Background: an optimization exercise with open tools, aiming at small area. Do not read the settings as production practice.
In this exercise RTL edits were held to simulation tests only and were not proved equivalent to the original.

==> design/flow/design.v <==
`timescale 1ns/1ps
`default_nettype none
module recip_divider (
    input  wire        clk,
    input  wire        load,
    input  wire        done,
    input  wire [19:0] d_in,
    output wire [19:0] rec_word,    
    output wire        rec_neg      
);
    logic [19:0] rem, q;            
    logic [22:0] nm1, nm3;          
    logic        sign_cur, sat_cur, sign_done, sat_done;
    logic [19:0] r;
    logic [4:0]  qb;
    wire        sign_in = d_in[19];
    wire [22:0] nm_in   = sign_in ? {{3{1'b1}}, d_in} : -{3'b000, d_in};
    wire        sat_in  = sign_in ? (&d_in[19:11])
                                  : ((d_in[19:11] == 9'd0) || (d_in == 20'd2048));
    function automatic logic [21:0] r4(input logic [19:0] rin, input logic [22:0] n1,
                                       input logic [22:0] n3);
        logic [22:0] t, e1, e2, e3;
        logic [1:0]  v;
        logic [19:0] rn;
        t  = {2'b00, rin, 1'b0};
        e1 = t + n1;
        e2 = t + {n1[21:0], 1'b0};
        e3 = t + n3;
        if (!e3[22])      begin v = 2'd3; rn = e3[18:0] << 1; end
        else if (!e2[22]) begin v = 2'd2; rn = e2[18:0] << 1; end
        else if (!e1[22]) begin v = 2'd1; rn = e1[18:0] << 1; end
        else              begin v = 2'd0; rn = t[18:0] << 1;  end
        r4 = {v, rn};
    endfunction
    always_comb begin
        logic [21:0] s1, s2;
        logic [20:0] e;
        s1 = r4(rem, nm1, nm3);
        s2 = r4(s1[19:0], nm1, nm3);
        e  = {1'b0, s2[19:0]} + nm1[20:0];
        qb = {s1[21:20], s2[21:20], ~e[20]};
        r  = (e[20] ? s2[18:0] : e[18:0]) << 1;
    end
    always_ff @(posedge clk) begin
        q <= {q[14:0], qb};
        if (load) begin
            rem      <= 20'd2048;
            nm1      <= nm_in;
            nm3      <= nm_in + {nm_in[21:0], 1'b0};
            sign_cur <= sign_in;
            sat_cur  <= sat_in;
        end else begin
            rem <= r;
        end
        if (done) begin
            sign_done <= sign_cur;
            sat_done  <= sat_cur;
        end
    end
    assign rec_word = sat_done ? (sign_done ? 20'h80000 : 20'h7FFFF) : q;
    assign rec_neg  = ~sat_done & sign_done;
endmodule
`default_nettype wire
`timescale 1ns/1ps
`timescale 1ns/1ps
`default_nettype none
module bs_mul (
    input  wire [19:0] a,
    input  wire [19:0] b,
    input  wire        bneg,
    output wire [19:0] y
);
    localparam logic [34:0] C = 35'(40'h0 - 40'h5555500000);
    wire [20:0] bx = {b, 1'b0};
    logic [34:0] sum;
    logic [34:0] negs;
    logic [34:0] rows [10];
    always_comb begin
        negs = '0;
        for (int i = 0; i < 10; i++) begin
            logic [2:0]  d;
            logic [20:0] m, w;
            logic        one, two, neg;
            d   = bx[2*i +: 3];
            one = d[0] ^ d[1];
            two = (d == 3'b011) || (d == 3'b100);
            neg = (d[2] & ~(d[1] & d[0])) ^ bneg;
            m   = ({21{one}} & {a[19], a}) | ({21{two}} & {a, 1'b0});
            w   = m ^ {21{neg}};
            rows[i] = 35'({~w[20], w[19:0]}) << (2*i);
            negs[2*i] = neg;
        end
        sum = rows[0] + rows[1] + rows[2] + rows[3] + rows[4] + rows[5] + rows[6]
            + rows[7] + rows[8] + rows[9] + negs + C;
    end
    assign y = sum[34:15];
endmodule
`default_nettype wire
`default_nettype none
module bs_mul_half (
    input  wire        clk,
    input  wire [19:0] a,
    input  wire [10:0] bw,
    input  wire        hi,
    output wire [19:0] y
);
    localparam logic [29:0] C = 30'(32'h0 - 32'h15500000 - 32'h80000);
    logic [19:0] acc;
    logic [29:0] sum;
    logic [29:0] negs;
    logic [29:0] rows [5];
    logic [19:0] accg;
    always_comb begin
        negs = '0;
        for (int i = 0; i < 5; i++) begin
            logic [2:0]  d;
            logic [20:0] m, w;
            logic        one, two, neg;
            d   = bw[2*i +: 3];
            one = d[0] ^ d[1];
            two = (d == 3'b011) || (d == 3'b100);
            neg = d[2] & ~(d[1] & d[0]);
            m   = ({21{one}} & {a[19], a}) | ({21{two}} & {a, 1'b0});
            w   = m ^ {21{neg}};
            rows[i] = 30'({~w[20], w[19:0]}) << (2*i);
            negs[2*i] = neg;
        end
        accg = hi ? acc : 20'd0;
        sum = rows[0] + rows[1] + rows[2] + rows[3] + rows[4]
            + 30'({~accg[19], accg[18:0]}) + negs + C;
    end
    always_ff @(posedge clk) acc <= sum[29:10];
    assign y = sum[24:5];
endmodule
`default_nettype wire
`timescale 1ns/1ps
`default_nettype none
module back_sub_top #(
    parameter int IWL = 5,
    parameter int FWL = 15
) (
    input  wire                       clk,
    input  wire                       rst_n,
    input  wire                       in_valid,
    input  wire signed [IWL+FWL-1:0]  row1_data,
    input  wire signed [IWL+FWL-1:0]  row2_data,
    input  wire signed [IWL+FWL-1:0]  row3_data,
    input  wire signed [IWL+FWL-1:0]  row4_data,
    output logic                      out_valid,
    output logic signed [IWL+FWL-1:0] x1,
    output logic signed [IWL+FWL-1:0] x2,
    output logic signed [IWL+FWL-1:0] x3,
    output logic signed [IWL+FWL-1:0] x4
);
    localparam int WL = IWL + FWL;
    logic [20:1] vq;
    wire  [20:0] v = {vq, in_valid};
    always_ff @(posedge clk or negedge rst_n) begin
        if (!rst_n) vq <= '0;
        else        vq <= v[19:0];
    end
    assign out_valid = vq[20];
    wire [WL-1:0] xw, yw;
    wire          xn, yn;
    logic [WL-1:0] r11;
    recip_divider u_divx (
        .clk(clk), .load(v[2] | v[6]), .done(v[6] | v[10]),
        .d_in(v[2] ? row2_data : row4_data), .rec_word(xw), .rec_neg(xn));
    recip_divider u_divy (
        .clk(clk), .load(v[4] | v[8]), .done(v[8] | v[12]),
        .d_in(v[4] ? row3_data : r11), .rec_word(yw), .rec_neg(yn));
    logic [WL-1:0] r12, r13, r14, r23, z1, r24, z2, r34q, z3q, z4q;
    logic [WL-1:0] s22, s, r12b, r13b, r23b, x4q, dq, t1q, x3q, x2q, x1q;
    logic          s22n, sn;
    logic [WL-1:0] ma, mb, pa, na, pb, bsrc;
    logic [10:0]   nbw;
    logic          mbn, x4n;
    always_comb begin
        ma = dq; mb = x4q; mbn = x4n;
        if (v[11]) begin ma = z4q;  mb = xw;  mbn = xn;   end
        if (v[12]) begin ma = r34q; mb = x4q; mbn = 1'b0; end
        if (v[13]) begin ma = dq;   mb = s;   mbn = sn;   end
        if (v[14]) begin ma = r23b; mb = x3q; mbn = 1'b0; end
        if (v[15]) begin ma = dq;   mb = s22; mbn = s22n; end
        if (v[16]) begin ma = r12b; mb = x2q; mbn = 1'b0; end
        na   = (v[16] | v[17]) ? x3q : x4q;
        bsrc = (v[16] | v[17]) ? r13b : ((v[14] | v[15]) ? z4q : r24);
        nbw  = (v[13] | v[15] | v[17]) ? bsrc[19:9] : {bsrc[9:0], 1'b0};
        if (v[13]) nbw = r34q[10:0];
    end
    bs_mul      u_mula (.a(ma), .b(mb), .bneg(mbn), .y(pa));
    bs_mul_half u_mulb (.clk(clk), .a(na), .bw(nbw), .hi(v[13] | v[15] | v[17]), .y(pb));
    wire [WL-1:0] da = (v[16] ? t1q : z3q) - pa;
    wire [WL-1:0] db = (v[13] ? z2 : (v[15] ? t1q : dq)) - pb;
    always_ff @(posedge clk) begin
        dq <= v[17] ? db : da;
        if (v[0])  r11 <= row1_data;
        if (v[1])  r12 <= row1_data;
        if (v[2])  r13 <= row1_data;
        if (v[3])  begin r14 <= row1_data; r23 <= row2_data; end
        if (v[4])  begin z1 <= row1_data; r24 <= row2_data; end
        if (v[5])  z2 <= row2_data;
        if (v[5])  r34q <= row3_data;
        else if (v[12]) r34q[10:0] <= r24[19:9];    
        if (v[6])  z3q <= row3_data;
        else if (v[13]) z3q <= db;                  
        if (v[7])  z4q <= row4_data;
        else if (v[11]) z4q <= r14;                 
        if (v[7])  begin s22 <= xw; s22n <= xn; end
        if (v[9] | v[13]) begin s <= yw; sn <= yn; end
        if (v[9])  r12b <= r12;
        if (v[10]) r13b <= r13;
        if (v[11]) r23b <= r23;
        if (v[11]) begin x4q <= pa; x4n <= 1'b0; end
        else if (v[16]) begin x4q <= s; x4n <= sn; end    
        if (v[12]) t1q <= z1;
        else if (v[15]) t1q <= db;                  
        else if (v[16]) t1q <= x4q;                 
        if (v[13]) x3q <= pa;
        if (v[15]) x2q <= pa;
        if (v[18]) x1q <= pa;
    end
    assign x1 = x1q;
    assign x2 = x2q;
    assign x3 = x3q;
    assign x4 = t1q;
endmodule
`default_nettype wire
==> design/flow/run.sh <==
#!/bin/bash
# synth_recipe.tcl (not shown) runs the flow's synth.tcl, then flattens the netlist and writes it again
# the make line also repeats each setting of config.mk as NAME=value (left out here)
make -C /OpenROAD-flow-scripts/flow DESIGN_CONFIG=/design/flow/config.mk WORK_HOME=/design/flow/orfs CLKGATE_MAP_FILE= SYNTH_SCRIPT=/design/flow/synth_recipe.tcl finish
==> design/flow/config.mk <==
export PLATFORM = sky130hd
export DESIGN_NAME = back_sub_top
export DESIGN_NICKNAME = back_sub_top
export VERILOG_FILES = /design/flow/design.v
export SDC_FILE = /design/flow/constraint.sdc
export NUM_CORES = 4
export LEC_CHECK = 0
export CAP_MARGIN = 20
export CORE_MARGIN = 2
export CORE_UTILIZATION = 65
export PLACE_DENSITY = 0.75
export SLEW_MARGIN = 20
==> design/flow/constraint.sdc <==
create_clock -name core_clock -period 12.0 [get_ports {clk}]
set_input_delay 2.4000 -clock core_clock [delete_from_list [all_inputs] [get_ports {clk}]]
set_output_delay 2.4000 -clock core_clock [all_outputs]
set_load 0.01 [all_outputs]
==> impl_metrics.xml, run 1 <==
<?xml version="1.0" encoding="UTF-8"?>
<metrics>
  <group name="placed_design">
    <metric name="post-place-ws" unit="ns">0.487</metric>
    <metric name="dp.cells" unit="">7207</metric>
    <metric name="gp_congestion" unit="">1.02</metric>
    <metric name="dp.final_hpwl" unit="um">147000</metric>
    <metric name="buffer_ports.inserted" unit="">163</metric>
    <metric name="cell_area_after_placement" unit="um^2">61100</metric>
  </group>
  <group name="critical_path">
    <metric name="max_stage_delay" unit="ns">0.58</metric>
    <metric name="crit_path_start_kind" unit="">flop</metric>
    <metric name="endpoint_kind" unit="">flop</metric>
    <metric name="critPathKind" unit="">flop to flop</metric>
    <metric name="cp_slowest_cell" unit="">sky130_fd_sc_hd__fa_1</metric>
    <metric name="timing.critical_path.arrival" unit="ns">11.84</metric>
    <metric name="crit_required" unit="ns">12.58</metric>
    <metric name="critical_path.max_fanout" unit="">20</metric>
  </group>
  <group name="clock_tree">
    <metric name="cts_root_buf" unit="">sky130_fd_sc_hd__clkbuf_16</metric>
    <metric name="path_clk_slew" unit="ns">0.06</metric>
    <metric name="clock_insertion_delay_at_the_later_pin_of_the_skew_report" unit="ns">0.66</metric>
    <metric name="ctsLongestPathBuffers" unit="">3</metric>
    <metric name="cts_made_buffers" unit="">74</metric>
    <metric name="cts_num_sinks" unit="">659</metric>
    <metric name="cts_htree_levels" unit="">3</metric>
    <metric name="cts_tree" unit="">built</metric>
  </group>
  <group name="yosys">
    <metric name="synth.avg_cell_area" unit="um^2">9.63</metric>
    <metric name="synth_sequential_area_ratio" unit="%">32.1</metric>
    <metric name="synth_seq_cells" unit="">659</metric>
    <metric name="syn_inst" unit="">5979</metric>
    <metric name="synth-edff-count" unit="">520</metric>
    <metric name="synthMostInstantiatedCell" unit="">sky130_fd_sc_hd__ha_1</metric>
    <metric name="synth_cell_types" unit="">91</metric>
    <metric name="synth_top_area_cell" unit="">sky130_fd_sc_hd__edfxtp_1</metric>
    <metric name="synthArstFlopShare" unit="%">3.03</metric>
    <metric name="fraction_of_post_synthesis_cell_area_in_the_top_cell_type_by_area" unit="%">27.1</metric>
    <metric name="synth.net_count" unit="">6830</metric>
    <metric name="synth.top_cells.by_area" unit="">sky130_fd_sc_hd__edfxtp_1 27%, sky130_fd_sc_hd__ha_1 12%, sky130_fd_sc_hd__fa_1 7.6%</metric>
    <metric name="synth_area" unit="um^2">57600</metric>
    <metric name="netlist_top_cells_count" unit="">550 x sky130_fd_sc_hd__ha_1, 520 x sky130_fd_sc_hd__edfxtp_1, 451 x sky130_fd_sc_hd__nand2_1</metric>
    <metric name="synthFlopType" unit="">sky130_fd_sc_hd__edfxtp_1</metric>
    <metric name="yosys_warnings" unit="">6</metric>
  </group>
  <group name="finish">
    <metric name="final-instance-count-excl-fill" unit="">7351</metric>
    <metric name="utilization" unit="%">72.3</metric>
    <metric name="synthToLayoutAreaGrowth" unit="%">10.7</metric>
    <metric name="stdcell_area" unit="um^2">63700</metric>
    <metric name="drive_gt1_share" unit="%">7.70</metric>
    <metric name="n_fill_cell" unit="">6606</metric>
    <metric name="finalNetCount" unit="">6970</metric>
  </group>
  <group name="flow_run">
    <metric name="timing.max_cap.violations" unit="">0</metric>
  </group>
  <group name="global_route">
    <metric name="grt_pass1_vias" unit="">46082</metric>
    <metric name="antenna_found_initial" unit="">14</metric>
    <metric name="grt_first_pass_wirelength" unit="um">284000</metric>
    <metric name="grt.total_usage" unit="%">41.4</metric>
    <metric name="pin_count_of_the_biggest_net_entering_global_routing" unit="">73</metric>
    <metric name="globalRoute.totalOverflow" unit="">0</metric>
  </group>
  <group name="sta">
    <metric name="fin_tns_setup" unit="ns">0</metric>
    <metric name="fmaxAchievable" unit="MHz">88.7</metric>
    <metric name="clock-skew-final" unit="ns">0.0328</metric>
    <metric name="remaining_max_slew_budget_at_the_tightest_pin" unit="%">25.5</metric>
    <metric name="worst-slew-pin-transition" unit="ns">1.11</metric>
    <metric name="pnr_worst_setup_slack" unit="ns">0.731</metric>
    <metric name="unrepaired_setup_endpoints_after_global_routing" unit="">false</metric>
    <metric name="final_hold_viol_count" unit="">0</metric>
    <metric name="period_minus_slack" unit="ns">11.27</metric>
    <metric name="timing.final.crit_share" unit="%">93.9</metric>
    <metric name="slew_violations" unit="">0</metric>
    <metric name="final_report_setup_violation_count" unit="">0</metric>
    <metric name="hold-worst-slack" unit="ns">0.346</metric>
  </group>
  <group name="floorplan">
    <metric name="initial_utilization" unit="%">65.3</metric>
    <metric name="coreArea" unit="um^2">88100</metric>
    <metric name="placement_row_count" unit="">109</metric>
    <metric name="die_area" unit="um^2">91000</metric>
    <metric name="die_h" unit="um">302</metric>
    <metric name="fp.dieW" unit="um">302</metric>
    <metric name="floorplan.io_pins" unit="">164</metric>
  </group>
  <group name="drt">
    <metric name="remaining_antenna_violation_count_after_routing" unit="">0</metric>
    <metric name="route.detailed.vias_per_inst" unit="">6.61</metric>
    <metric name="detailroute.via_count" unit="">48557</metric>
    <metric name="routed_wire_length_per_instance" unit="um">25.9</metric>
    <metric name="drc" unit="">0</metric>
    <metric name="drtIter0Drc" unit="">5995</metric>
    <metric name="drt_pre_antenna_iters" unit="">8</metric>
    <metric name="routed_wirelength" unit="um">190000</metric>
  </group>
  <group name="worst_hold_path">
    <metric name="tightest_hold_check_type" unit="">flop to flop</metric>
  </group>
  <group name="outcome">
    <metric name="status" unit="">complete, no violations</metric>
  </group>
</metrics>
worst max-delay path, delay by kind of cell (launching register included):
kind | cells | cell delay (ns)
compound gates | 16 | 3.71
xor+xnor | 3 | 0.87
fa+ha+maj | 8 | 3.21
buf+inv | 3 | 0.27
flops | 1 | 0.42
mux | 4 | 0.95
simple gates | 6 | 1.75
per-layer routing:
layer | vias up | global-route usage, % | wire length [um]
met5 | - | 0 | 69
met4 | 10 | 21.2 | 11300
met3 | 518 | 8.41 | 21000
met2 | 2878 | 63.5 | 83200
met1 | 23257 | 55.8 | 74800
li1 | 21894 | - | -
path summary, 6_finish.rpt:
| path | from | to | slack (ns) | depth (start not counted) |
|---|---|---|---|---|
| min in group asynchronous | rst_n | vq[18] | 2.18 | 2 |
| min reg2reg | u_divy.q[5] | u_divy.q[10] | 0.35 | 0 |
| max | vq[12] | dq[19] | 0.73 | 40 |
| max in group asynchronous | rst_n | vq[4] | 9.46 | 2 |
| min | u_divy.q[5] | u_divy.q[10] | 0.35 | 0 |
| max reg2reg | vq[12] | dq[19] | 0.73 | 40 |
cell type report:
type	instances	area, um^2	share of cell area, %
Antenna cell	5	12.5	0.0196
Clock buffer	97	2000	3.14
Clock inverter	41	541	0.848
Inverter	435	1630	2.56
Multi-Input combinational cell	4606	36500	57.3
Sequential cell	659	18500	29.1
Tap cell	1165	1460	2.29
Timing Repair Buffer	343	3020	4.75
state kept, by name, summed over array words and instances, names as in the netlist, 22 cells and up:
signal and flops:
u_divy.nm3 22, u_divx.nm1 23, u_divx.nm3 22, u_divy.nm1 23
layout by cell type (no fill, tap or decap), types with 22 or more instances in the layout:
master,n
sky130_fd_sc_hd__ha_1,550
sky130_fd_sc_hd__edfxtp_1,520
sky130_fd_sc_hd__nand2_1,450
sky130_fd_sc_hd__inv_1,428
sky130_fd_sc_hd__xnor2_1,378
sky130_fd_sc_hd__a21oi_1,364
sky130_fd_sc_hd__o21ai_0,339
sky130_fd_sc_hd__nor2_1,319
sky130_fd_sc_hd__a22oi_1,294
sky130_fd_sc_hd__xor2_1,274
sky130_fd_sc_hd__fa_1,218
sky130_fd_sc_hd__buf_4,176
sky130_fd_sc_hd__clkdlybuf4s50_1,163
sky130_fd_sc_hd__mux2i_1,147
sky130_fd_sc_hd__dfxtp_1,119
sky130_fd_sc_hd__nor3_1,115
sky130_fd_sc_hd__nand3_1,92
sky130_fd_sc_hd__mux2_2,90
sky130_fd_sc_hd__a21o_1,89
sky130_fd_sc_hd__clkbuf_16,75
sky130_fd_sc_hd__nor2b_1,67
sky130_fd_sc_hd__o21bai_1,56
sky130_fd_sc_hd__o21a_1,56
sky130_fd_sc_hd__nand2b_1,49
sky130_fd_sc_hd__o211ai_1,49
sky130_fd_sc_hd__a211oi_1,48
sky130_fd_sc_hd__a31oi_1,39
sky130_fd_sc_hd__and2_1,39
sky130_fd_sc_hd__and3_1,35
sky130_fd_sc_hd__or3_1,34
sky130_fd_sc_hd__a21boi_0,26
sky130_fd_sc_hd__o31ai_1,23
sky130_fd_sc_hd__or2_2,23
sky130_fd_sc_hd__o22ai_1,23
sky130_fd_sc_hd__a211o_1,22
timing repair:
action	in CTS	in global routing
hold buffers	0	0
setup buffers	0	1
setup endpoints to repair	0	16
gates resized for setup	0	13
kinds of logic (layout without fill, tap and decap cells):
| family | after synthesis | after routing | share of synthesized area [%] |
|---|---|---|---|
| buf+inv | 714 | 916 | 4.70 |
| compound gates | 1619 | 1619 | 18.4 |
| mux | 239 | 239 | 4.39 |
| simple gates | 1308 | 1308 | 10.5 |
| fa+ha+maj | 768 | 768 | 19.5 |
| other cells | 0 | 5 | 0 |
| flops | 659 | 659 | 32.1 |
| xor+xnor | 672 | 672 | 10.3 |
==> run 2, diff against run 1 <==
--- a/design/flow/config.mk
+++ b/design/flow/config.mk
@@ -8,5 +8,6 @@
 export CAP_MARGIN = 20
 export CORE_MARGIN = 2
 export CORE_UTILIZATION = 65
+export CTS_BUF_LIST = sky130_fd_sc_hd__clkbuf_8
 export PLACE_DENSITY = 0.75
 export SLEW_MARGIN = 20
==> impl_metrics.xml, run 2 <==
<?xml version="1.0" encoding="UTF-8"?>
<metrics>
  <group name="worst_hold_path">
    <metric name="holdPathStages" unit="">0</metric>
    <metric name="min-delay-start" unit="">u_divy.q[5]</metric>
    <metric name="min_to" unit="">u_divy.q[10]</metric>
    <metric name="tightest_hold_check_type" unit="">flop to flop</metric>
  </group>
  <group name="finish">
    <metric name="top_library_cells_by_usage_in_the_layout_fill_and_taps_aside" unit="">550 x sky130_fd_sc_hd__ha_1, 520 x sky130_fd_sc_hd__edfxtp_1, 463 x sky130_fd_sc_hd__inv_1, 451 x sky130_fd_sc_hd__nand2_1, 380 x sky130_fd_sc_hd__xnor2_1</metric>
    <metric name="layout_top_registers" unit="">u_divx.nm1 (23), u_divy.nm1 (23)</metric>
    <metric name="final-instance-count-excl-fill" unit="">7415</metric>
    <metric name="layout.cells.most_common" unit="">sky130_fd_sc_hd__ha_1</metric>
    <metric name="drive_gt1_share" unit="%">8.22</metric>
    <metric name="finalNetCount" unit="">7004</metric>
    <metric name="synthToLayoutAreaGrowth" unit="%">10.0</metric>
  </group>
  <group name="placed_design">
    <metric name="dp.final_hpwl" unit="um">147000</metric>
    <metric name="gp_congestion" unit="">1.02</metric>
    <metric name="dp.cells" unit="">7207</metric>
    <metric name="buffer_ports.inserted" unit="">163</metric>
  </group>
  <group name="yosys">
    <metric name="synth_top_area_cell" unit="">sky130_fd_sc_hd__edfxtp_1</metric>
    <metric name="synth.avg_cell_area" unit="um^2">9.63</metric>
    <metric name="synthArstFlopShare" unit="%">3.03</metric>
    <metric name="syn_inst" unit="">5979</metric>
    <metric name="synth_sequential_area_ratio" unit="%">32.1</metric>
    <metric name="synth.top_cells.by_area" unit="">sky130_fd_sc_hd__edfxtp_1 27%, sky130_fd_sc_hd__ha_1 12%, sky130_fd_sc_hd__fa_1 7.6%</metric>
    <metric name="synthFlopType" unit="">sky130_fd_sc_hd__edfxtp_1</metric>
    <metric name="fraction_of_post_synthesis_cell_area_in_the_top_cell_type_by_area" unit="%">27.1</metric>
    <metric name="yosys_warnings" unit="">6</metric>
    <metric name="synth_cell_types" unit="">91</metric>
    <metric name="synth_area" unit="um^2">57600</metric>
    <metric name="synthMostInstantiatedCell" unit="">sky130_fd_sc_hd__ha_1</metric>
    <metric name="synth_seq_cells" unit="">659</metric>
    <metric name="synth-edff-count" unit="">520</metric>
    <metric name="netlist_top_cells_count" unit="">550 x sky130_fd_sc_hd__ha_1, 520 x sky130_fd_sc_hd__edfxtp_1, 451 x sky130_fd_sc_hd__nand2_1</metric>
    <metric name="synth.net_count" unit="">6830</metric>
  </group>
  <group name="critical_path">
    <metric name="r2r_cells" unit="">48</metric>
    <metric name="timing.critical_path.arrival" unit="ns">11.91</metric>
    <metric name="max_stage_delay" unit="ns">0.60</metric>
    <metric name="cp.buffers_inverters" unit="">2</metric>
    <metric name="crit_required" unit="ns">12.62</metric>
    <metric name="rr_endpoint" unit="">t1q[19]</metric>
    <metric name="crit_path_start_kind" unit="">flop</metric>
    <metric name="critical_path.reg2reg.startpoint" unit="">vq[15]</metric>
    <metric name="family_of_cells_with_the_greatest_summed_delay_on_the_critical_path" unit="">compound AO/OA/AOI/OAI gates</metric>
    <metric name="critPathKind" unit="">flop to flop</metric>
    <metric name="endpoint_kind" unit="">flop</metric>
    <metric name="setup.reg_to_reg.worst_slack" unit="ns">0.71</metric>
    <metric name="critical_path.most_common_cell" unit="">sky130_fd_sc_hd__a21oi_1</metric>
    <metric name="critical_path.max_fanout" unit="">22</metric>
    <metric name="cp_slowest_cell" unit="">sky130_fd_sc_hd__dfrtp_4</metric>
  </group>
  <group name="global_route">
    <metric name="pin_count_of_the_biggest_net_entering_global_routing" unit="">73</metric>
    <metric name="grt_first_pass_wirelength" unit="um">284000</metric>
    <metric name="globalRoute.totalOverflow" unit="">0</metric>
    <metric name="grt.total_usage" unit="%">41.4</metric>
    <metric name="grt_pass1_vias" unit="">46177</metric>
    <metric name="antenna_found_initial" unit="">14</metric>
  </group>
  <group name="floorplan">
    <metric name="die_h" unit="um">302</metric>
    <metric name="placement_row_count" unit="">109</metric>
    <metric name="fp.dieW" unit="um">302</metric>
    <metric name="floorplan.io_pins" unit="">164</metric>
    <metric name="die_area" unit="um^2">91000</metric>
    <metric name="coreArea" unit="um^2">88100</metric>
    <metric name="initial_utilization" unit="%">65.3</metric>
  </group>
  <group name="flow_run">
    <metric name="timing.max_cap.violations" unit="">0</metric>
  </group>
  <group name="drt">
    <metric name="route.detailed.vias_per_inst" unit="">6.59</metric>
    <metric name="routed_wire_length_per_instance" unit="um">25.7</metric>
    <metric name="remaining_antenna_violation_count_after_routing" unit="">0</metric>
    <metric name="drtIter0Drc" unit="">6046</metric>
    <metric name="drt_pre_antenna_iters" unit="">6</metric>
    <metric name="routed_wirelength" unit="um">190000</metric>
    <metric name="drc" unit="">0</metric>
    <metric name="detailroute.via_count" unit="">48834</metric>
  </group>
  <group name="clock_tree">
    <metric name="hold_bufs_at_cts" unit="">0</metric>
    <metric name="cts_root_buf" unit="">sky130_fd_sc_hd__clkbuf_8</metric>
    <metric name="path_clk_slew" unit="ns">0.07</metric>
    <metric name="clock_insertion_delay_at_the_later_pin_of_the_skew_report" unit="ns">0.77</metric>
    <metric name="ctsLongestPathBuffers" unit="">3</metric>
    <metric name="cts_tree" unit="">built</metric>
    <metric name="cts_num_sinks" unit="">659</metric>
    <metric name="cts_made_buffers" unit="">108</metric>
    <metric name="cts_htree_levels" unit="">3</metric>
  </group>
  <group name="sta">
    <metric name="unrepaired_setup_endpoints_after_global_routing" unit="">false</metric>
    <metric name="timing.final.crit_share" unit="%">94.1</metric>
    <metric name="remaining_max_slew_budget_at_the_tightest_pin" unit="%">25.3</metric>
    <metric name="slew_violations" unit="">0</metric>
    <metric name="final_report_setup_violation_count" unit="">0</metric>
    <metric name="worst-slew-pin-transition" unit="ns">1.12</metric>
    <metric name="fin_tns_setup" unit="ns">0</metric>
    <metric name="period_minus_slack" unit="ns">11.29</metric>
    <metric name="fmaxAchievable" unit="MHz">88.6</metric>
    <metric name="final_hold_viol_count" unit="">0</metric>
    <metric name="clock-skew-final" unit="ns">0.0624</metric>
  </group>
  <group name="outcome">
    <metric name="status" unit="">complete, no violations</metric>
  </group>
</metrics>
run 2: layout make-up:
type,instances,area (um^2)
Multi-Input combinational cell,4606,36500
Sequential cell,659,18500
Antenna cell,6,15.0
Fill cell,6699,24800
Timing Repair Buffer,343,3020
Inverter,435,1630
Clock inverter,82,512
Clock buffer,119,1640
Tap cell,1165,1460
run 2: repair_timing:
| item | CTS | global route |
|---|---|---|
| hold endpoints to repair | 0 | 0 |
| buffers inserted | 0 | 1 |
| resized for setup | 0 | 11 |
| endpoints found under the setup margin | 0 | 15 |
run 2: worst max path at each step:
| stage | startpoint | endpoint | slack, ns | depth (start not counted) |
|---|---|---|---|---|
| global placement | u_divy.nm3[2] | u_divy.rem[19] | 0.51 | 42 |
| finish | vq[15] | t1q[19] | 0.71 | 48 |
| global route | vq[15] | t1q[19] | 0.01 | 49 |
| CTS | u_divy.nm3[2] | u_divy.rem[19] | 0.41 | 42 |
| floorplan | vq[13] | t1q[19] | 0.47 | 53 |
| detailed placement | u_divy.nm3[2] | u_divy.rem[19] | 0.49 | 42 |
run 2: cells by family (layout without fill, tap and decap cells):
kind of cell | after synthesis | in the layout | synth area share [%]
compound gates | 1619 | 1619 | 18.4
simple gates | 1308 | 1308 | 10.5
fa+ha+maj | 768 | 768 | 19.5
buf+inv | 714 | 979 | 4.70
xor+xnor | 672 | 672 | 10.3
flops | 659 | 659 | 32.1
mux | 239 | 239 | 4.39
other cells | 0 | 6 | 0
run 2: per-stage QoR:
step           utilization (%)  hold WS [ns]  area [um^2]  setup slack [ns]
4_1_cts                   71.8         0.344        63300             0.407
5_1_grt                   71.9         0.355        63300            0.0135
3_5_place_dp              69.4         0.338        61100             0.487
2_1_floorplan                -         0.331        57600             0.473
6_report                  71.9         0.348        63300             0.708
3_3_place_gp              69.4         0.333        61100             0.513
run 2: routing by layer:
metal | up-vias | global-route usage, % | share of wire [%]
met4 | 6 | 22.1 | 6.2
met3 | 525 | 8.23 | 11
met5 | - | 0 | 0.023
met1 | 23406 | 56.2 | 39
li1 | 21968 | - | -
met2 | 2929 | 62.8 | 43
==> run 3, diff against run 2 <==
--- a/design/flow/config.mk
+++ b/design/flow/config.mk
@@ -7,7 +7,5 @@
 export LEC_CHECK = 0
 export CAP_MARGIN = 20
 export CORE_MARGIN = 2
-export CORE_UTILIZATION = 65
-export CTS_BUF_LIST = sky130_fd_sc_hd__clkbuf_8
-export PLACE_DENSITY = 0.75
+export CORE_UTILIZATION = 40
 export SLEW_MARGIN = 20
==> impl_metrics.xml, run 3 <==
<?xml version="1.0" encoding="UTF-8"?>
<metrics>
  <group name="placed_design">
    <metric name="cell_area_after_placement" unit="um^2">62100</metric>
    <metric name="buffer_ports.inserted" unit="">163</metric>
    <metric name="dp.final_hpwl" unit="um">156000</metric>
    <metric name="gp_congestion" unit="">0.942</metric>
  </group>
  <group name="critical_path">
    <metric name="critical_path.reg2reg.startpoint" unit="">vq[12]</metric>
    <metric name="cp_slowest_cell" unit="">sky130_fd_sc_hd__o21ai_2</metric>
    <metric name="cp.buffers_inverters" unit="">3</metric>
    <metric name="rr_endpoint" unit="">dq[19]</metric>
    <metric name="timing.critical_path.arrival" unit="ns">11.88</metric>
    <metric name="setup.reg_to_reg.worst_slack" unit="ns">0.73</metric>
    <metric name="critPathKind" unit="">flop to flop</metric>
    <metric name="endpoint_kind" unit="">flop</metric>
    <metric name="crit_path_start_kind" unit="">flop</metric>
    <metric name="family_of_cells_with_the_greatest_summed_delay_on_the_critical_path" unit="">compound AO/OA/AOI/OAI gates</metric>
    <metric name="max_stage_delay" unit="ns">0.89</metric>
    <metric name="critical_path.max_fanout" unit="">22</metric>
    <metric name="r2r_cells" unit="">40</metric>
    <metric name="crit_required" unit="ns">12.60</metric>
  </group>
  <group name="clock_tree">
    <metric name="ctsLongestPathBuffers" unit="">3</metric>
    <metric name="post-cts-setup-buffers" unit="">0</metric>
    <metric name="path_clk_slew" unit="ns">0.07</metric>
    <metric name="cts_num_sinks" unit="">659</metric>
    <metric name="cts_htree_levels" unit="">3</metric>
    <metric name="cts_tree" unit="">built</metric>
    <metric name="cts_root_buf" unit="">sky130_fd_sc_hd__clkbuf_16</metric>
    <metric name="cts_made_buffers" unit="">76</metric>
    <metric name="clock_insertion_delay_at_the_later_pin_of_the_skew_report" unit="ns">0.68</metric>
  </group>
  <group name="global_route">
    <metric name="antenna_found_initial" unit="">31</metric>
    <metric name="globalRoute.totalOverflow" unit="">0</metric>
    <metric name="grt.total_usage" unit="%">26.5</metric>
    <metric name="pin_count_of_the_biggest_net_entering_global_routing" unit="">90</metric>
    <metric name="grt_pass1_vias" unit="">44991</metric>
    <metric name="grt_first_pass_wirelength" unit="um">293000</metric>
  </group>
  <group name="sta">
    <metric name="remaining_max_slew_budget_at_the_tightest_pin" unit="%">25.4</metric>
    <metric name="worst-slew-pin-transition" unit="ns">1.12</metric>
    <metric name="final_report_setup_violation_count" unit="">0</metric>
    <metric name="final_hold_viol_count" unit="">0</metric>
    <metric name="fmaxAchievable" unit="MHz">88.7</metric>
    <metric name="slew_violations" unit="">0</metric>
    <metric name="unrepaired_setup_endpoints_after_global_routing" unit="">false</metric>
    <metric name="fin_tns_setup" unit="ns">0</metric>
    <metric name="period_minus_slack" unit="ns">11.27</metric>
    <metric name="clock-skew-final" unit="ns">0.0340</metric>
    <metric name="timing.final.crit_share" unit="%">93.9</metric>
  </group>
  <group name="floorplan">
    <metric name="initial_utilization" unit="%">40.2</metric>
    <metric name="placement_row_count" unit="">139</metric>
    <metric name="die_h" unit="um">383</metric>
    <metric name="die_area" unit="um^2">147000</metric>
    <metric name="fp.dieW" unit="um">383</metric>
    <metric name="floorplan.io_pins" unit="">164</metric>
    <metric name="coreArea" unit="um^2">143000</metric>
  </group>
  <group name="drt">
    <metric name="remaining_antenna_violation_count_after_routing" unit="">0</metric>
    <metric name="routed_wire_length_per_instance" unit="um">24.4</metric>
    <metric name="drtIter0Drc" unit="">4575</metric>
    <metric name="detailroute.via_count" unit="">46866</metric>
    <metric name="route.detailed.vias_per_inst" unit="">5.79</metric>
    <metric name="drc" unit="">0</metric>
    <metric name="routed_wirelength" unit="um">198000</metric>
    <metric name="drt_pre_antenna_iters" unit="">7</metric>
  </group>
  <group name="yosys">
    <metric name="synth_cell_types" unit="">91</metric>
    <metric name="synth_area" unit="um^2">57600</metric>
    <metric name="synth_top_area_cell" unit="">sky130_fd_sc_hd__edfxtp_1</metric>
    <metric name="synth.top_cells.by_area" unit="">sky130_fd_sc_hd__edfxtp_1 27%, sky130_fd_sc_hd__ha_1 12%, sky130_fd_sc_hd__fa_1 7.6%</metric>
    <metric name="fraction_of_post_synthesis_cell_area_in_the_top_cell_type_by_area" unit="%">27.1</metric>
    <metric name="synth.net_count" unit="">6830</metric>
    <metric name="synth-edff-count" unit="">520</metric>
    <metric name="synthArstFlopShare" unit="%">3.03</metric>
    <metric name="synth.avg_cell_area" unit="um^2">9.63</metric>
    <metric name="synth_seq_cells" unit="">659</metric>
    <metric name="synth_sequential_area_ratio" unit="%">32.1</metric>
    <metric name="synthMostInstantiatedCell" unit="">sky130_fd_sc_hd__ha_1</metric>
    <metric name="synthFlopType" unit="">sky130_fd_sc_hd__edfxtp_1</metric>
    <metric name="syn_inst" unit="">5979</metric>
    <metric name="netlist_top_cells_count" unit="">550 x sky130_fd_sc_hd__ha_1, 520 x sky130_fd_sc_hd__edfxtp_1, 451 x sky130_fd_sc_hd__nand2_1</metric>
    <metric name="yosys_warnings" unit="">6</metric>
  </group>
  <group name="worst_hold_path">
    <metric name="holdPathStages" unit="">0</metric>
    <metric name="min-delay-start" unit="">vq[19]</metric>
    <metric name="min_to" unit="">vq[20]</metric>
    <metric name="tightest_hold_check_type" unit="">flop to flop</metric>
  </group>
  <group name="finish">
    <metric name="layout_top_registers" unit="">u_divx.nm1 (23), u_divy.nm1 (23)</metric>
    <metric name="multi_input_comb_area" unit="um^2">36600</metric>
    <metric name="regArea" unit="um^2">18500</metric>
    <metric name="stdcell_area" unit="um^2">64900</metric>
    <metric name="top_library_cells_by_usage_in_the_layout_fill_and_taps_aside" unit="">550 x sky130_fd_sc_hd__ha_1, 520 x sky130_fd_sc_hd__edfxtp_1, 449 x sky130_fd_sc_hd__nand2_1, 428 x sky130_fd_sc_hd__inv_1, 379 x sky130_fd_sc_hd__xnor2_1</metric>
    <metric name="n_fill_cell" unit="">13616</metric>
    <metric name="layout.cells.most_common" unit="">sky130_fd_sc_hd__ha_1</metric>
    <metric name="drive_gt1_share" unit="%">8.07</metric>
    <metric name="synthToLayoutAreaGrowth" unit="%">12.8</metric>
    <metric name="finalNetCount" unit="">6974</metric>
  </group>
  <group name="flow_run">
    <metric name="timing.max_cap.violations" unit="">0</metric>
  </group>
  <group name="outcome">
    <metric name="status" unit="">complete, no violations</metric>
  </group>
</metrics>
run 3: cell counts after synthesis:
Identical to the previous run, type by type.
run 3: logic make-up (layout without fill, tap and decap cells):
logic type | count (synthesis) | count (layout) | share of synthesized area [%]
flip-flops | 659 | 659 | 32.1
AND/OR/NAND/NOR | 1308 | 1309 | 10.5
buffers and inverters | 714 | 921 | 4.70
AO/OA/AOI/OAI | 1619 | 1619 | 18.4
multiplexers | 239 | 239 | 4.39
adder cells (fa/ha/maj) | 768 | 768 | 19.5
other | 0 | 11 | 0
XOR/XNOR | 672 | 672 | 10.3
run 3: worst max path at each step:
stage / slack (ns) / end / cells past startpoint / startpoint
floorplan: 0.47 / t1q[19] / 53 / vq[13]
global placement: 0.86 / t1q[19] / 49 / vq[15]
detailed placement: 0.77 / dq[18] / 44 / vq[15]
CTS: 0.69 / t1q[19] / 49 / vq[15]
global route: 0.03 / dq[19] / 43 / vq[12]
finish: 0.73 / dq[19] / 40 / vq[12]
run 3: worst register-to-register path: cells and delay by family (launching register included):
family	cells	cell delay, ns
XOR/XNOR	3	0.69
AND/OR/NAND/NOR	6	1.72
adder cells (fa/ha/maj)	7	2.86
multiplexers	1	0.13
flip-flops	1	0.42
AO/OA/AOI/OAI	20	4.82
buffers and inverters	3	0.58
run 3: area by class of cell:
| cell class | count | area share (%) |
|---|---|---|
| repair buffers | 344 | 4.67 |
| clock inverters | 52 | 1.09 |
| diodes | 11 | 0.0424 |
| flip-flops and latches | 659 | 28.5 |
| well taps | 1903 | 3.67 |
| inverters | 435 | 2.52 |
| multi-input cells | 4607 | 56.4 |
| clock buffers | 90 | 3.09 |
run 3: layer usage:
metal  share of wire [%]  vias to the layer above  global-route usage (%)
met1                  44                    22847                    36.9
met2                  45                     1754                    42.3
met3                 7.2                      315                    4.21
met4                 3.3                       20                    7.97
li1                    -                    21930                       -
met5               0.064                        -                       0
run 3: timing repair:
item	in CTS	in global routing
setup endpoints to repair	0	4
hold buffers	0	0
gates resized for setup	0	14
run 3: stage by stage:
step | util, % | instances | setup WS (ns) | hold slack [ns]
6_report | 45.3 | 8101 | 0.729 | 0.348
5_1_grt | 45.3 | 8098 | 0.0345 | 0.357
4_1_cts | 45.2 | 8088 | 0.693 | 0.349
3_5_place_dp | 43.3 | 7946 | 0.774 | 0.336
3_3_place_gp | 43.3 | 7946 | 0.858 | 0.335
2_1_floorplan | - | 5979 | 0.473 | 0.331
==> run 4, diff against run 3 <==
--- a/design/flow/design.v
+++ b/design/flow/design.v
@@ -4,7 +4,10 @@
     input  wire        clk,
     input  wire        load,
     input  wire        done,
-    input  wire [19:0] d_in,
+    input  wire [22:0] nm_in,       
+    input  wire [22:0] nm3_in,      
+    input  wire        sign_in,     
+    input  wire        sat_in,      
     output wire [19:0] rec_word,    
     output wire        rec_neg      
 );
@@ -13,10 +16,6 @@
     logic        sign_cur, sat_cur, sign_done, sat_done;
     logic [19:0] r;
     logic [4:0]  qb;
-    wire        sign_in = d_in[19];
-    wire [22:0] nm_in   = sign_in ? {{3{1'b1}}, d_in} : -{3'b000, d_in};
-    wire        sat_in  = sign_in ? (&d_in[19:11])
-                                  : ((d_in[19:11] == 9'd0) || (d_in == 20'd2048));
     function automatic logic [21:0] r4(input logic [19:0] rin, input logic [22:0] n1,
                                        input logic [22:0] n3);
         logic [22:0] t, e1, e2, e3;
@@ -46,7 +45,7 @@
         if (load) begin
             rem      <= 20'd2048;
             nm1      <= nm_in;
-            nm3      <= nm_in + {nm_in[21:0], 1'b0};
+            nm3      <= nm3_in;
             sign_cur <= sign_in;
             sat_cur  <= sat_in;
         end else begin
@@ -59,6 +58,20 @@
     end
     assign rec_word = sat_done ? (sign_done ? 20'h80000 : 20'h7FFFF) : q;
     assign rec_neg  = ~sat_done & sign_done;
+endmodule
+`default_nettype wire
+`default_nettype none
+module recip_prep (
+    input  wire [19:0] d_in,
+    output wire [22:0] nm,
+    output wire [22:0] nm3,
+    output wire        sign,
+    output wire        sat
+);
+    assign sign = d_in[19];
+    assign nm   = sign ? {{3{1'b1}}, d_in} : -{3'b000, d_in};
+    assign nm3  = nm + {nm[21:0], 1'b0};
+    assign sat  = sign ? (&d_in[19:11]) : ((d_in[19:11] == 9'd0) || (d_in == 20'd2048));
 endmodule
 `default_nettype wire
 `timescale 1ns/1ps
@@ -163,12 +176,24 @@
     wire [WL-1:0] xw, yw;
     wire          xn, yn;
     logic [WL-1:0] r11;
+    logic [WL-1:0] dsel;
+    wire  [22:0]   pnm, pnm3;
+    wire           psign, psat;
+    always_comb begin
+        dsel = r11;
+        if (v[2]) dsel = row2_data;
+        if (v[4]) dsel = row3_data;
+        if (v[6]) dsel = row4_data;
+    end
+    recip_prep u_prep (.d_in(dsel), .nm(pnm), .nm3(pnm3), .sign(psign), .sat(psat));
     recip_divider u_divx (
         .clk(clk), .load(v[2] | v[6]), .done(v[6] | v[10]),
-        .d_in(v[2] ? row2_data : row4_data), .rec_word(xw), .rec_neg(xn));
+        .nm_in(pnm), .nm3_in(pnm3), .sign_in(psign), .sat_in(psat),
+        .rec_word(xw), .rec_neg(xn));
     recip_divider u_divy (
         .clk(clk), .load(v[4] | v[8]), .done(v[8] | v[12]),
-        .d_in(v[4] ? row3_data : r11), .rec_word(yw), .rec_neg(yn));
+        .nm_in(pnm), .nm3_in(pnm3), .sign_in(psign), .sat_in(psat),
+        .rec_word(yw), .rec_neg(yn));
     logic [WL-1:0] r12, r13, r14, r23, z1, r24, z2, r34q, z3q, z4q;
     logic [WL-1:0] s22, s, r12b, r13b, r23b, x4q, dq, t1q, x3q, x2q, x1q;
     logic          s22n, sn;
--- a/design/flow/config.mk
+++ b/design/flow/config.mk
@@ -7,5 +7,7 @@
 export LEC_CHECK = 0
 export CAP_MARGIN = 20
 export CORE_MARGIN = 2
-export CORE_UTILIZATION = 40
+export CORE_UTILIZATION = 65
+export CTS_BUF_LIST = sky130_fd_sc_hd__clkbuf_8
+export PLACE_DENSITY = 0.75
 export SLEW_MARGIN = 20
==> impl_metrics.xml, run 4 <==
<?xml version="1.0" encoding="UTF-8"?>
<metrics>
  <group name="sta">
    <metric name="final_report_setup_violation_count" unit="">0</metric>
    <metric name="fin_tns_setup" unit="ns">0</metric>
    <metric name="clock-skew-final" unit="ns">0.0853</metric>
    <metric name="fmaxAchievable" unit="MHz">86.9</metric>
    <metric name="hold-worst-slack" unit="ns">0.347</metric>
    <metric name="worst-slew-pin-transition" unit="ns">1.18</metric>
    <metric name="timing.final.crit_share" unit="%">96.0</metric>
    <metric name="slew_violations" unit="">0</metric>
    <metric name="unrepaired_setup_endpoints_after_global_routing" unit="">false</metric>
    <metric name="final_hold_viol_count" unit="">0</metric>
    <metric name="period_minus_slack" unit="ns">11.51</metric>
    <metric name="remaining_max_slew_budget_at_the_tightest_pin" unit="%">21.6</metric>
  </group>
  <group name="critical_path">
    <metric name="cp_slowest_cell" unit="">sky130_fd_sc_hd__ha_1</metric>
    <metric name="critical_path.most_common_cell" unit="">sky130_fd_sc_hd__fa_1</metric>
    <metric name="critical_path.max_fanout" unit="">21</metric>
    <metric name="crit_path_start_kind" unit="">flop</metric>
    <metric name="timing.critical_path.arrival" unit="ns">12.23</metric>
    <metric name="max_stage_delay" unit="ns">0.69</metric>
    <metric name="endpoint_kind" unit="">flop</metric>
    <metric name="critPathKind" unit="">flop to flop</metric>
    <metric name="crit_required" unit="ns">12.71</metric>
  </group>
  <group name="yosys">
    <metric name="synth.avg_cell_area" unit="um^2">9.80</metric>
    <metric name="synthFlopType" unit="">sky130_fd_sc_hd__edfxtp_1</metric>
    <metric name="synth_cell_types" unit="">107</metric>
    <metric name="fraction_of_post_synthesis_cell_area_in_the_top_cell_type_by_area" unit="%">28.0</metric>
    <metric name="synth_top_area_cell" unit="">sky130_fd_sc_hd__edfxtp_1</metric>
    <metric name="syn_inst" unit="">5697</metric>
    <metric name="synth-edff-count" unit="">520</metric>
    <metric name="synth_sequential_area_ratio" unit="%">33.1</metric>
    <metric name="synth_seq_cells" unit="">659</metric>
    <metric name="synth.top_cells.by_area" unit="">sky130_fd_sc_hd__edfxtp_1 28%, sky130_fd_sc_hd__ha_1 12%, sky130_fd_sc_hd__fa_1 7.8%</metric>
    <metric name="synthArstFlopShare" unit="%">3.03</metric>
    <metric name="netlist_top_cells_count" unit="">528 x sky130_fd_sc_hd__ha_1, 520 x sky130_fd_sc_hd__edfxtp_1, 431 x sky130_fd_sc_hd__inv_1</metric>
    <metric name="synth.net_count" unit="">6525</metric>
    <metric name="yosys_warnings" unit="">6</metric>
    <metric name="synthMostInstantiatedCell" unit="">sky130_fd_sc_hd__ha_1</metric>
    <metric name="synth_area" unit="um^2">55800</metric>
  </group>
  <group name="drt">
    <metric name="drt_pre_antenna_iters" unit="">6</metric>
    <metric name="routed_wirelength" unit="um">188000</metric>
    <metric name="detailroute.via_count" unit="">46790</metric>
    <metric name="routed_wire_length_per_instance" unit="um">26.5</metric>
    <metric name="route.detailed.vias_per_inst" unit="">6.61</metric>
    <metric name="drtIter0Drc" unit="">5462</metric>
    <metric name="remaining_antenna_violation_count_after_routing" unit="">0</metric>
    <metric name="drc" unit="">0</metric>
  </group>
  <group name="flow_run">
    <metric name="timing.max_cap.violations" unit="">0</metric>
  </group>
  <group name="placed_design">
    <metric name="gp_congestion" unit="">1.04</metric>
    <metric name="buffer_ports.inserted" unit="">163</metric>
    <metric name="dp.final_hpwl" unit="um">144000</metric>
    <metric name="cell_area_after_placement" unit="um^2">59100</metric>
  </group>
  <group name="global_route">
    <metric name="grt_pass1_vias" unit="">45484</metric>
    <metric name="globalRoute.totalOverflow" unit="">0</metric>
    <metric name="antenna_found_initial" unit="">7</metric>
    <metric name="pin_count_of_the_biggest_net_entering_global_routing" unit="">58</metric>
    <metric name="grt.total_usage" unit="%">41.8</metric>
    <metric name="grt_first_pass_wirelength" unit="um">280000</metric>
  </group>
  <group name="finish">
    <metric name="layout_top_registers" unit="">u_divx.nm3 (23), u_divy.nm3 (23)</metric>
    <metric name="multi_input_comb_area" unit="um^2">34800</metric>
    <metric name="synthToLayoutAreaGrowth" unit="%">10.1</metric>
    <metric name="top_library_cells_by_usage_in_the_layout_fill_and_taps_aside" unit="">528 x sky130_fd_sc_hd__ha_1, 520 x sky130_fd_sc_hd__edfxtp_1, 462 x sky130_fd_sc_hd__inv_1, 395 x sky130_fd_sc_hd__xnor2_1, 376 x sky130_fd_sc_hd__nand2_1</metric>
    <metric name="finalNetCount" unit="">6669</metric>
    <metric name="layout.cells.most_common" unit="">sky130_fd_sc_hd__ha_1</metric>
    <metric name="drive_gt1_share" unit="%">9.02</metric>
    <metric name="stdcell_area" unit="um^2">61500</metric>
    <metric name="utilization" unit="%">72.2</metric>
    <metric name="regArea" unit="um^2">18500</metric>
    <metric name="n_fill_cell" unit="">6381</metric>
  </group>
  <group name="clock_tree">
    <metric name="ctsLongestPathBuffers" unit="">3</metric>
    <metric name="cts_made_buffers" unit="">109</metric>
    <metric name="path_clk_slew" unit="ns">0.06</metric>
    <metric name="cts_htree_levels" unit="">3</metric>
    <metric name="clock_insertion_delay_at_the_later_pin_of_the_skew_report" unit="ns">0.84</metric>
    <metric name="cts_root_buf" unit="">sky130_fd_sc_hd__clkbuf_8</metric>
    <metric name="cts_num_sinks" unit="">659</metric>
    <metric name="post-cts-setup-buffers" unit="">0</metric>
    <metric name="cts_tree" unit="">built</metric>
    <metric name="hold_bufs_at_cts" unit="">0</metric>
  </group>
  <group name="floorplan">
    <metric name="die_area" unit="um^2">88300</metric>
    <metric name="floorplan.io_pins" unit="">164</metric>
    <metric name="coreArea" unit="um^2">85100</metric>
    <metric name="die_h" unit="um">297</metric>
    <metric name="fp.dieW" unit="um">297</metric>
    <metric name="placement_row_count" unit="">107</metric>
    <metric name="initial_utilization" unit="%">65.6</metric>
  </group>
  <group name="worst_hold_path">
    <metric name="tightest_hold_check_type" unit="">flop to flop</metric>
  </group>
  <group name="outcome">
    <metric name="status" unit="">complete, no violations</metric>
  </group>
</metrics>
run 4: changes by cell type after synthesis, moves of 17 or more:
cell,delta
sky130_fd_sc_hd__nand3_1,-17
sky130_fd_sc_hd__nor3_1,-52
sky130_fd_sc_hd__o21ai_0,-33
sky130_fd_sc_hd__mux2_2,+19
sky130_fd_sc_hd__o311ai_0,+17
sky130_fd_sc_hd__buf_1,-18
sky130_fd_sc_hd__a31oi_1,+19
sky130_fd_sc_hd__ha_1,-22
sky130_fd_sc_hd__xor2_1,-37
sky130_fd_sc_hd__mux2i_1,-54
sky130_fd_sc_hd__o211ai_1,-24
sky130_fd_sc_hd__nand2_1,-75
run 4: layout make-up:
class | count | share of cell area (%)
clock buffer | 111 | 2.49
inverter | 441 | 2.69
multi-input combinational | 4325 | 56.7
sequential | 659 | 30.1
clock inverter | 93 | 1.24
timing repair buffer | 305 | 4.44
tap | 1144 | 2.33
antenna | 4 | 0.0163
run 4: stage by stage:
step,worst slack [ns],cells
final,0.486,7082
after floorplan,0.807,5697
after detailed placement,0.681,6874
after global placement,0.823,6873
after global routing,0.0155,7080
after CTS,0.608,7078
run 4: repair_timing:
action | 4_1_cts | 5_1_grt
resized for setup | 0 | 6
setup endpoints to repair | 0 | 7
endpoints found under the hold margin | 0 | 0
run 4: final timing paths:
path / startpoint / to / slack (ns) / cells after the start
hold / removal: vq[19] / vq[20] / 0.35 / 0
setup / recovery: vq[12] / dq[19] / 0.49 / 39
max in group asynchronous: rst_n / vq[3] / 9.61 / 2
min in group asynchronous: rst_n / vq[12] / 2.01 / 2
setup reg to reg: vq[12] / dq[19] / 0.49 / 39
hold reg to reg: vq[19] / vq[20] / 0.35 / 0
run 4: logic make-up (layout without fill, tap and decap cells):
family	Yosys count	count (layout)	share of synthesized area [%]
AOI/OAI and AO/OA	1610	1610	18.9
xor gates and xnor gates	651	651	10.3
adders and majority gates	745	745	19.6
buffers and inverters	713	950	4.92
DFF	659	659	33.1
muxes	207	207	4.02
other	0	4	0
and+or+nand+nor	1112	1112	9.05
run 4: critical path, delay by kind of cell (launching register included):
family / cells / cell delay [ns]
fa+ha+maj: 8 / 3.96
compound gates: 12 / 2.43
simple gates: 8 / 2.18
xor+xnor: 3 / 1.13
buf+inv: 6 / 0.81
flops: 1 / 0.58
mux: 2 / 0.29
run 4: metal layers:
metal | part of all wire (%) | track usage, % | wire, um
met1 | 37 | 53.8 | 69500
met2 | 45 | 65.8 | 83900
met3 | 11 | 6.83 | 19800
met5 | 0.043 | 0 | 81
met4 | 7.6 | 27.1 | 14300
==> run 5, diff against run 4 <==
--- a/design/flow/design.v
+++ b/design/flow/design.v
@@ -17,6 +17,25 @@
     logic [19:0] r;
     logic [4:0]  qb;
     function automatic logic [21:0] r4(input logic [19:0] rin, input logic [22:0] n1,
+                                       input logic [22:0] n3);
+        logic [22:0] t, sel, e;
+        logic        g1, g2, g3;
+        logic [1:0]  v;
+        t  = {2'b00, rin, 1'b0};
+        g1 = ~((t + n1) >> 22);
+        g2 = ~((t + {n1[21:0], 1'b0}) >> 22);
+        g3 = ~((t + n3) >> 22);
+        v  = g3 ? 2'd3 : (g2 ? 2'd2 : (g1 ? 2'd1 : 2'd0));
+        case (v)
+            2'd0: sel = 23'd0;
+            2'd1: sel = n1;
+            2'd2: sel = {n1[21:0], 1'b0};
+            default: sel = n3;
+        endcase
+        e  = t + sel;
+        r4 = {v, e[18:0], 1'b0};
+    endfunction
+    function automatic logic [21:0] r4s(input logic [19:0] rin, input logic [22:0] n1,
                                        input logic [22:0] n3);
         logic [22:0] t, e1, e2, e3;
         logic [1:0]  v;
@@ -29,13 +48,13 @@
         else if (!e2[22]) begin v = 2'd2; rn = e2[18:0] << 1; end
         else if (!e1[22]) begin v = 2'd1; rn = e1[18:0] << 1; end
         else              begin v = 2'd0; rn = t[18:0] << 1;  end
-        r4 = {v, rn};
+        r4s = {v, rn};
     endfunction
     always_comb begin
         logic [21:0] s1, s2;
         logic [20:0] e;
         s1 = r4(rem, nm1, nm3);
-        s2 = r4(s1[19:0], nm1, nm3);
+        s2 = r4s(s1[19:0], nm1, nm3);
         e  = {1'b0, s2[19:0]} + nm1[20:0];
         qb = {s1[21:20], s2[21:20], ~e[20]};
         r  = (e[20] ? s2[18:0] : e[18:0]) << 1;
==> impl_metrics.xml, run 5 <==
<?xml version="1.0" encoding="UTF-8"?>
<metrics>
  <group name="outcome">
    <metric name="status" unit="">complete, no violations</metric>
  </group>
  <group name="global_route">
    <metric name="pin_count_of_the_biggest_net_entering_global_routing" unit="">73</metric>
    <metric name="antenna_found_initial" unit="">9</metric>
    <metric name="grt_pass1_vias" unit="">43282</metric>
    <metric name="grt.total_usage" unit="%">40.0</metric>
    <metric name="grt_first_pass_wirelength" unit="um">262000</metric>
    <metric name="globalRoute.totalOverflow" unit="">0</metric>
  </group>
  <group name="yosys">
    <metric name="yosys_warnings" unit="">6</metric>
    <metric name="synthArstFlopShare" unit="%">3.03</metric>
    <metric name="yosys.area_share.xor_xnor" unit="%">9.00</metric>
    <metric name="synth_top_family_by_area" unit="">adder cells</metric>
    <metric name="synth.top_cells.by_area" unit="">sky130_fd_sc_hd__edfxtp_1 28%, sky130_fd_sc_hd__ha_1 13%, sky130_fd_sc_hd__fa_1 7.8%</metric>
    <metric name="synth_mux_area_share" unit="%">5.06</metric>
    <metric name="syn_inst" unit="">5580</metric>
    <metric name="fraction_of_post_synthesis_cell_area_in_the_top_cell_type_by_area" unit="%">28.4</metric>
    <metric name="synth_sequential_area_ratio" unit="%">33.7</metric>
    <metric name="synth_cell_types" unit="">101</metric>
    <metric name="synth_seq_cells" unit="">659</metric>
    <metric name="synth.avg_cell_area" unit="um^2">9.84</metric>
    <metric name="synthFlopType" unit="">sky130_fd_sc_hd__edfxtp_1</metric>
    <metric name="netlist_top_cells_count" unit="">554 x sky130_fd_sc_hd__ha_1, 520 x sky130_fd_sc_hd__edfxtp_1, 478 x sky130_fd_sc_hd__inv_1</metric>
    <metric name="yosys.area_share.adder" unit="%">20.4</metric>
    <metric name="synth_compound_area_share" unit="%">17.5</metric>
    <metric name="synth-edff-count" unit="">520</metric>
    <metric name="synth.net_count" unit="">6430</metric>
    <metric name="synth_simple_gate_area_share" unit="%">9.28</metric>
    <metric name="synth_top_area_cell" unit="">sky130_fd_sc_hd__edfxtp_1</metric>
    <metric name="synth_area" unit="um^2">54900</metric>
    <metric name="synthMostInstantiatedCell" unit="">sky130_fd_sc_hd__ha_1</metric>
  </group>
  <group name="finish">
    <metric name="drive_gt1_share" unit="%">9.48</metric>
    <metric name="layout_top_registers" unit="">u_divx.nm3 (23), u_divy.nm3 (23)</metric>
    <metric name="layout.cells.most_common" unit="">sky130_fd_sc_hd__ha_1</metric>
    <metric name="top_library_cells_by_usage_in_the_layout_fill_and_taps_aside" unit="">553 x sky130_fd_sc_hd__ha_1, 520 x sky130_fd_sc_hd__edfxtp_1, 517 x sky130_fd_sc_hd__inv_1, 412 x sky130_fd_sc_hd__nand2_1, 379 x sky130_fd_sc_hd__xnor2_1</metric>
    <metric name="regArea" unit="um^2">18500</metric>
    <metric name="multi_input_comb_area" unit="um^2">33900</metric>
    <metric name="synthToLayoutAreaGrowth" unit="%">10.9</metric>
    <metric name="finalNetCount" unit="">6606</metric>
    <metric name="final-instance-count-excl-fill" unit="">6995</metric>
    <metric name="n_fill_cell" unit="">6205</metric>
  </group>
  <group name="critical_path">
    <metric name="r2r_cells" unit="">53</metric>
    <metric name="endpoint_kind" unit="">flop</metric>
    <metric name="crit_path_start_kind" unit="">flop</metric>
    <metric name="crit_required" unit="ns">12.63</metric>
    <metric name="critical_path.most_common_cell" unit="">sky130_fd_sc_hd__a21o_1</metric>
    <metric name="timing.critical_path.arrival" unit="ns">12.09</metric>
    <metric name="critical_path.max_fanout" unit="">11</metric>
    <metric name="cp_slowest_cell" unit="">sky130_fd_sc_hd__a2111o_1</metric>
    <metric name="critPathKind" unit="">flop to flop</metric>
    <metric name="max_stage_delay" unit="ns">0.45</metric>
  </group>
  <group name="worst_hold_path">
    <metric name="tightest_hold_check_type" unit="">flop to flop</metric>
    <metric name="holdPathStages" unit="">0</metric>
  </group>
  <group name="sta">
    <metric name="slew_violations" unit="">0</metric>
    <metric name="final_report_setup_violation_count" unit="">0</metric>
    <metric name="final_hold_viol_count" unit="">0</metric>
    <metric name="clock-skew-final" unit="ns">0.0452</metric>
    <metric name="remaining_max_slew_budget_at_the_tightest_pin" unit="%">23.1</metric>
    <metric name="timing.final.crit_share" unit="%">95.4</metric>
    <metric name="fmaxAchievable" unit="MHz">87.3</metric>
    <metric name="pnr_worst_setup_slack" unit="ns">0.547</metric>
    <metric name="period_minus_slack" unit="ns">11.45</metric>
    <metric name="worst-slew-pin-transition" unit="ns">1.15</metric>
  </group>
  <group name="clock_tree">
    <metric name="cts_root_buf" unit="">sky130_fd_sc_hd__clkbuf_8</metric>
    <metric name="path_clk_slew" unit="ns">0.06</metric>
    <metric name="cts_htree_levels" unit="">3</metric>
    <metric name="cts_made_buffers" unit="">110</metric>
    <metric name="hold_bufs_at_cts" unit="">0</metric>
    <metric name="clock_insertion_delay_at_the_later_pin_of_the_skew_report" unit="ns">0.75</metric>
    <metric name="cts_num_sinks" unit="">659</metric>
    <metric name="cts_tree" unit="">built</metric>
    <metric name="ctsLongestPathBuffers" unit="">3</metric>
  </group>
  <group name="placed_design">
    <metric name="dp.cells" unit="">6764</metric>
    <metric name="buffer_ports.inserted" unit="">163</metric>
    <metric name="gp_congestion" unit="">0.954</metric>
    <metric name="post-place-ws" unit="ns">0.237</metric>
    <metric name="dp.final_hpwl" unit="um">134000</metric>
  </group>
  <group name="drt">
    <metric name="remaining_antenna_violation_count_after_routing" unit="">0</metric>
    <metric name="drtIter0Drc" unit="">4947</metric>
    <metric name="detailroute.via_count" unit="">44828</metric>
    <metric name="routed_wire_length_per_instance" unit="um">25.0</metric>
    <metric name="routed_wirelength" unit="um">175000</metric>
    <metric name="drc" unit="">0</metric>
    <metric name="route.detailed.vias_per_inst" unit="">6.41</metric>
    <metric name="drt_pre_antenna_iters" unit="">8</metric>
  </group>
  <group name="floorplan">
    <metric name="coreArea" unit="um^2">83700</metric>
    <metric name="placement_row_count" unit="">106</metric>
    <metric name="initial_utilization" unit="%">65.6</metric>
    <metric name="fp.dieW" unit="um">295</metric>
    <metric name="die_h" unit="um">295</metric>
    <metric name="die_area" unit="um^2">86800</metric>
    <metric name="floorplan.io_pins" unit="">164</metric>
  </group>
  <group name="flow_run">
    <metric name="timing.max_cap.violations" unit="">0</metric>
  </group>
</metrics>
run 5: area by class of cell:
cell class,instances,area share (%)
diodes,9,0.0370
clock buffers,119,2.69
clock inverters,89,1.19
inverters,483,2.98
multi-input cells,4180,55.7
flip-flops and latches,659,30.4
well taps,1134,2.33
repair buffers,321,4.64
repair inverters,1,0.0123
run 5: worst max-delay path, delay by kind of cell (launching register included):
family,cells,cell delay (ns)
AO/OA/AOI/OAI,34,6.75
XOR/XNOR,2,0.38
adder cells (fa/ha/maj),4,1.17
buffers and inverters,4,0.76
flip-flops,1,0.44
multiplexers,3,0.88
AND/OR/NAND/NOR,6,0.94
run 5: metrics by stage:
| step | util, % | cell area (um^2) | hold WS [ns] | TNS, ns |
|---|---|---|---|---|
| detailed placement | 69.6 | 58200 | 0.338 | 0 |
| global placement | 69.6 | 58200 | 0.333 | 0 |
| floorplan | - | 54900 | 0.331 | 0 |
| finish | 72.8 | 60900 | 0.337 | 0 |
| global route | 72.8 | 60900 | 0.329 | -0.230 |
| CTS | 72.4 | 60600 | 0.347 | 0 |
run 5: timing repair:
action | CTS | global route
buffers inserted | 0 | 13
resized for setup | 0 | 43
setup endpoints to repair | 0 | 47
run 5: logic make-up (layout without fill, tap and decap cells):
group | count (synthesis) | count (layout)
XOR/XNOR | 562 | 562
buffers and inverters | 741 | 1013
AND/OR/NAND/NOR | 1128 | 1128
adder cells (fa/ha/maj) | 767 | 767
multiplexers | 263 | 263
AO/OA/AOI/OAI | 1460 | 1460
other | 0 | 9
flip-flops | 659 | 659
run 5: path summary, 6_finish.rpt:
path	from	endpoint	slack [ns]
worst max-delay path	u_divy.nm1[2]	u_divy.rem[7]	0.55
worst min-delay path	u_divx.q[7]	u_divx.q[12]	0.34
worst max register to register	u_divy.nm1[2]	u_divy.rem[7]	0.55
worst min register to register	u_divx.q[7]	u_divx.q[12]	0.34
max in group asynchronous	rst_n	vq[13]	9.95
min in group asynchronous	rst_n	vq[17]	1.63
run 5: per-layer routing:
metal  vias up  GRT usage [%]  part of all wire [%]
li1      20318              -                     -
met1     21467           50.9                    38
met2      2497           65.1                    46
met3       540           7.53                   9.9
met4         6           20.6                   6.0
met5         -              0                 0.017

## separate check: timing with driven ports
No port has a modelled driver above. Below, the same layouts with a new extraction and two added sets of constraints. Step 1: set_driving_cell puts a clkbuf_16 on clk and a buf_2 on each other input, an assumption about the parent block. Step 2 moves the port delays by t, midway between the first and last clock arrival at a register: inputs arrive t later, outputs are due t later. That takes back most of the time a late clock gives input paths. Three values: no drivers, after step 1, after step 2; two values: the first two.
run	t (ns)	slack for setup (ns)	clock arrival spread, ns
run 1	0.714	0.731 / 0.731 / 0.731	0.034 / 0.035
run 2	0.799	0.708 / 0.708 / 0.708	0.062 / 0.062
run 3	0.754	0.729 / 0.729 / 0.729	0.041 / 0.041
run 4	0.865	0.486 / 0.486 / 0.486	0.086 / 0.085
run 5	0.800	0.547 / 0.547 / 0.547	0.046 / 0.046
After both steps every run listed still meets setup and hold.
